From an optimization exercise on the open Yosys and OpenROAD flow, aimed at small area, a short achievable clock period and few clock cycles per item; shortcuts taken in it are not production practice. Where RTL was checked, it was by simulation tests only, not by an equivalence proof against the original. The flow treats the clock pin as an ideal source, which a real chip does not have. Power figures rest on the tool's default switching activity, not on a simulated workload.

==> flow/design.v (excerpt) <==
module smallest_free_id_allocator #(
	parameter int VALUE_MAX = 1024
) (
	input  logic               clk,
	input  logic               arst_n,
	input  logic               s_tvalid,
	output logic               s_tready,
	input  logic [TDATA_W-1:0] s_tdata,    
	input  logic               s_tuser,    
	output logic               m_tvalid,
	input  logic               m_tready,
	output logic [TDATA_W-1:0] m_tdata,    
	output logic               m_tuser     
);
clock: 6.0 ns
lec_check: 0
cap_margin: 20
core_margin: 2
core_utilization: 55
cts_cluster_diameter: 90
cts_cluster_size: 24
setup_slack_margin: 3.0
slew_margin: 20
standard.sh (not shown) runs the stock make flow with config.mk's settings and CLKGATE_MAP_FILE= SYNTH_SCRIPT=/design/flow/synth_recipe.tcl, a recipe that flattens the netlist after the stock synthesis.
==> flow/flow/run.sh <==
#!/bin/bash
# The standard layout (standard.sh), with two changes to its timing repair:
# the resizer may change a cell's footprint (MATCH_CELL_FOOTPRINT=0), and
# after the cts step's repair, flow/post_cts.tcl runs that repair again
# (POST_CTS_TCL). Detailed placement after each repair legalizes as usual.
set -euo pipefail
hook="$(pwd)/flow/post_cts.tcl"
sed "s|CLKGATE_MAP_FILE= |CLKGATE_MAP_FILE= MATCH_CELL_FOOTPRINT=0 POST_CTS_TCL=$hook |" standard.sh > standard_mod.sh
grep -q 'MATCH_CELL_FOOTPRINT=0 POST_CTS_TCL=' standard_mod.sh
bash standard_mod.sh finish > standard_mod.log 2>&1
test -s out/final.def
==> flow/flow/post_cts.tcl <==
# Sourced by ORFS's cts step after its own timing repair (POST_CTS_TCL):
# run the same repair twice more from where it stopped, each followed by
# detailed placement to legalize, as the cts step does.
for {set i 0} {$i < 2} {incr i} {
  log_cmd estimate_parasitics -placement
  repair_timing_helper
  set result [catch { detailed_placement } msg]
  if { $result != 0 } {
    error "Detailed placement failed after extra repair: $msg"
  }
  check_placement -verbose
}
log_cmd estimate_parasitics -placement
The starting point ran to the end with no violations.
Testbench counts at the start, summed over its fixed seeds: cycles 19,280, items 19,264.
Rerun with:
==> flow/run.sh (new file) <==
#!/bin/bash
# synth_recipe.tcl (not shown) runs the flow's synth.tcl, then flattens the netlist and writes it again
# the make line also repeats each setting of config.mk as NAME=value (left out here)
make -C /OpenROAD-flow-scripts/flow DESIGN_CONFIG=/design/flow/config.mk WORK_HOME=/design/flow/orfs CLKGATE_MAP_FILE= SYNTH_SCRIPT=/design/flow/synth_recipe.tcl finish
removed: flow/flow/run.sh
removed: flow/flow/post_cts.tcl
removed: flow/standard.sh
Outcome: Clock power is about the same. Core utilization rises by 0.35 points. First-iteration DRC count increases by 6.4%. Sequential share of layout area went down by 0.28 points. Total power stays flat. Wire length grows by 2.5%. Worst setup slack gains 0.10 ns.
Rerun with:
- CORE_UTILIZATION: 55 -> 62
- PLACE_DENSITY: unset -> 0.68
After rerunning:
- hold slack is better by 0.0091 ns
- worst setup slack is worse by 0.10 ns
- power climbs by 1.9%
- sequential power barely changes
- via count is higher by 0.98%
- routed wire length came out lower by 4.2%
- design area went down by 1.2%
- non-clock buffer count goes down by 20
- global-route usage goes up by 3.4 points

Setup of v6:
smallest_free_id_allocator, a different RTL version from the one above (not shown whole).
For scale: roughly 3600 cells after synthesis, ~1200 flip-flops, roughly 40 I/O pins.
clock: 6.0 ns
lec_check: 0
cap_margin: 20
core_margin: 2
core_utilization: 55
cts_buf_list: sky130_fd_sc_hd__clkbuf_4 sky130_fd_sc_hd__clkbuf_8
cts_cluster_size: 20
setup_slack_margin: 3.0
slew_margin: 20
run.sh (not shown) runs the stock make flow with config.mk's settings and CLKGATE_MAP_FILE= SYNTH_SCRIPT=/design/flow/synth_recipe.tcl, a recipe that flattens the netlist after the stock synthesis.
Stock flow here: none of the scripts above is used.
Having completed the whole flow, v6 delivered a layout that passed the timing, DRC and antenna checks.
Testbench counts of v6, summed over its fixed seeds: cycles 19,280, items 19,264.
Setup changes, v6 to v7
Settings: a deleted CTS_CLUSTER_SIZE that had been 20; a deleted CTS_BUF_LIST that had been sky130_fd_sc_hd__clkbuf_4 sky130_fd_sc_hd__clkbuf_8.
## What came out
- Comparing v7 and v6, the lower final critical delay including setup and external delays is on v7.
- Smallest setup slack after layout in v7 is 22 ps higher than in v6
- Final standard cell area without fillers across v7 and v6: no real change.
- On routed length on met1, v7 and v6 are neck and neck.
- Final clock period utilization by the worst path in v7 is 0.36 points below v6.
- [compare] base=v6 new=v7: internal power consumption +4.5%; clock network fraction of total power +1.9 points.
- v7 against v6: multiplexer area fraction after synthesis was more or less identical, wire length shrank by 3100 um.
- In the flow results for v7 and v6, the global-route wire length before repair is smaller on v7.
- met1 track demand over resource in global routing, v7 and v6, lower one = v7.

smallest_free_id_allocator, a different RTL version from the one above (not shown whole).
For scale: about 4000 cells after synthesis, ~1300 flip-flops, roughly 40 I/O pins, about 53000 sq um of cells after synthesis.
Design smallest_free_id_allocator, start of the top module:
module smallest_free_id_allocator #(
	parameter int VALUE_MAX = 1024
) (
	input  logic               clk,
	input  logic               arst_n,
	input  logic               s_tvalid,
	output logic               s_tready,
	input  logic [TDATA_W-1:0] s_tdata,    
	input  logic               s_tuser,    
	output logic               m_tvalid,
	input  logic               m_tready,
	output logic [TDATA_W-1:0] m_tdata,    
	output logic               m_tuser     
);
	localparam int NWORDS  = (VALUE_MAX + WORD_W) / WORD_W;
	localparam int WIDX_W  = (NWORDS > 1) ? $clog2(NWORDS) : 1;
	localparam int FRESH_W = $clog2(VALUE_MAX + 2);
	function automatic logic [NWORDS-1:0] lowest_w(input logic [NWORDS-1:0] v);
		logic              seen;
		logic [NWORDS-1:0] r;
		seen = 1'b0;
		for (int i = 0; i < NWORDS; i++) begin
			r[i] = v[i] && !seen;
			seen = seen | v[i];
		end
		lowest_w = r;
	endfunction
	logic               s_tready_q;
	logic               in_v_q;
	logic               in_op_q;
	logic [BIT_W-1:0]   in_bit_q;            
	logic [NWORDS-1:0]  in_dec_q;            
	logic [WIDX_W-1:0]  in_val_w_q;          
	logic               in_ok_q;             
	logic               in_low_q;            
	logic               in_same_q;           
	logic [NWORDS-1:0]  wen_q;               
  ...
==> flow/config.mk <==
export PLATFORM = sky130hd
export DESIGN_NAME = smallest_free_id_allocator
export DESIGN_NICKNAME = smallest_free_id_allocator
export VERILOG_FILES = /design/flow/design.v
export SDC_FILE = /design/flow/constraint.sdc
export NUM_CORES = 4
export LEC_CHECK = 0
export CAP_MARGIN = 20
export CORE_MARGIN = 2
export CORE_UTILIZATION = 65
export CTS_CLUSTER_DIAMETER = 90
export CTS_CLUSTER_SIZE = 24
export PLACE_DENSITY = 0.72
export SETUP_SLACK_MARGIN = 3.0
export SLEW_MARGIN = 20
==> flow/constraint.sdc <==
create_clock -name core_clock -period 6.0 [get_ports {clk}]
set_input_delay 1.2000 -clock core_clock [delete_from_list [all_inputs] [get_ports {clk}]]
set_output_delay 1.2000 -clock core_clock [all_outputs]
set_load 0.01 [all_outputs]
Rerun with:
Settings changed: CORE_UTILIZATION 65 to 60, PLACE_DENSITY 0.72 to 0.66.
- via count went down by 0.94%
- critical path depth rose by 1
- core utilization is lower by 5.6 points
- total power hardly moves
- global-route usage goes down by 2.6 points
- wire length climbs by 2.6%
- die area goes up by 8.2%
No run of this note included a check of the RTL's function; only the layout flow was run.

Setup of build 69:
RTL: one of the versions met above, not the one the previous note started from.
Size: ~3900 cells after synthesis, about 40 I/O pins, ~52000 sq um of cells after synthesis.
Settings: LEC_CHECK=0, CAP_MARGIN=20, CORE_MARGIN=2, CORE_UTILIZATION=60, CTS_CLUSTER_DIAMETER=90, CTS_CLUSTER_SIZE=24, PLACE_DENSITY=0.66, SETUP_SLACK_MARGIN=3.2, SLEW_MARGIN=20; clock period 6.0 ns.
Testbench counts of build 69, summed over its fixed seeds: cycles 19,280, items 19,264.
Relative to build 69, the following input files were edited for build 16:
Settings: removing CTS_CLUSTER_DIAMETER (formerly 90); changing CORE_UTILIZATION from 60 to 55; removing PLACE_DENSITY (formerly 0.66); removing CTS_CLUSTER_SIZE (formerly 24); changing SETUP_SLACK_MARGIN from 3.2 to 3.0.
## What came out
When build 16 is measured against build 69, its power consumed by combinational cells turns out about 10% lower. In the flow results for build 16 and build 69, the period utilization is larger on build 69. Compared to build 69, build 16 has clock period minus worst slack 0.066 ns lower. On routed wire length, the lower figure sits with build 69, not build 16. [build 16 vs build 69] total track usage: lower in build 16. Build 16: area of the core region is about 9% higher than what build 69 reported. Build 16 vs. build 69: relative contribution of the clock network to total power rose by 8.5 points, finished layout cell area shows an increase of about 1.9%, worst IR drop on VDD shows an increase of about 16%.
Edits applied to the flow inputs when going from build 16 to build 79:
Settings: CORE_UTILIZATION now 60, was 55; CTS_CLUSTER_DIAMETER now 90, previously not set; PLACE_DENSITY now 0.66, previously not set; CTS_CLUSTER_SIZE now 24, previously not set.
### Flow results
- Build 79 ended up with met4 as its top layer used by detailed routing; build 16 ended up with met5.
- Routed length on met2 on build 79 is down relative to build 16.
- Reported for build 16 and build 79, cts-stage hold buffer count turned out identical to the last digit.
- Build 79 vs. build 16: via count decreased 689, relative area change from synthesis to final layout decreased 5.9 points.

==> port drivers added, routing unchanged <==
No port has a modelled driver above. Below, the same layouts with a new extraction and two added sets of constraints.
Step 1 sets driving cells, clkbuf_16 on the clock port and buf_2 on the other inputs (assumed; they add their load-dependent delay and slew).
Step 2 adds t to the input delays and takes it off the output delays; t is the mean of the earliest and latest rising clock arrival at the registers after step 1. Input paths then give back, and output paths get back, about the clock's delay inside the block.
Slacks: no drivers / after step 1 / after step 2; pairs: no drivers / after step 1.
run	t, ns	setup WS [ns]	worst data-port slew with drivers (ns)
the first run of note 1	0.756	2.783 / 2.783 / 2.214	0.04
the second run of note 1	0.748	2.886 / 2.901 / 2.186	0.04
the third run of note 1	0.748	2.781 / 2.781 / 2.227	0.04
v6	0.960	2.693 / 2.693 / 2.289	0.04
v7	0.790	2.714 / 2.714 / 2.337	0.04
the first run of note 3	0.774	2.841 / 2.841 / 2.189	0.05
the second run of note 3	0.748	2.846 / 2.846 / 2.364	0.05
build 69	0.734	2.855 / 2.855 / 2.277	0.05
build 16	0.796	2.921 / 2.921 / 2.245	0.05
build 79	0.768	2.864 / 2.864 / 2.265	0.05
After both steps every run listed still meets setup and hold. The setup slack of the second run of note 1, which loses most, moves by +0.015 ns with the drivers and by -0.700 ns with both steps.
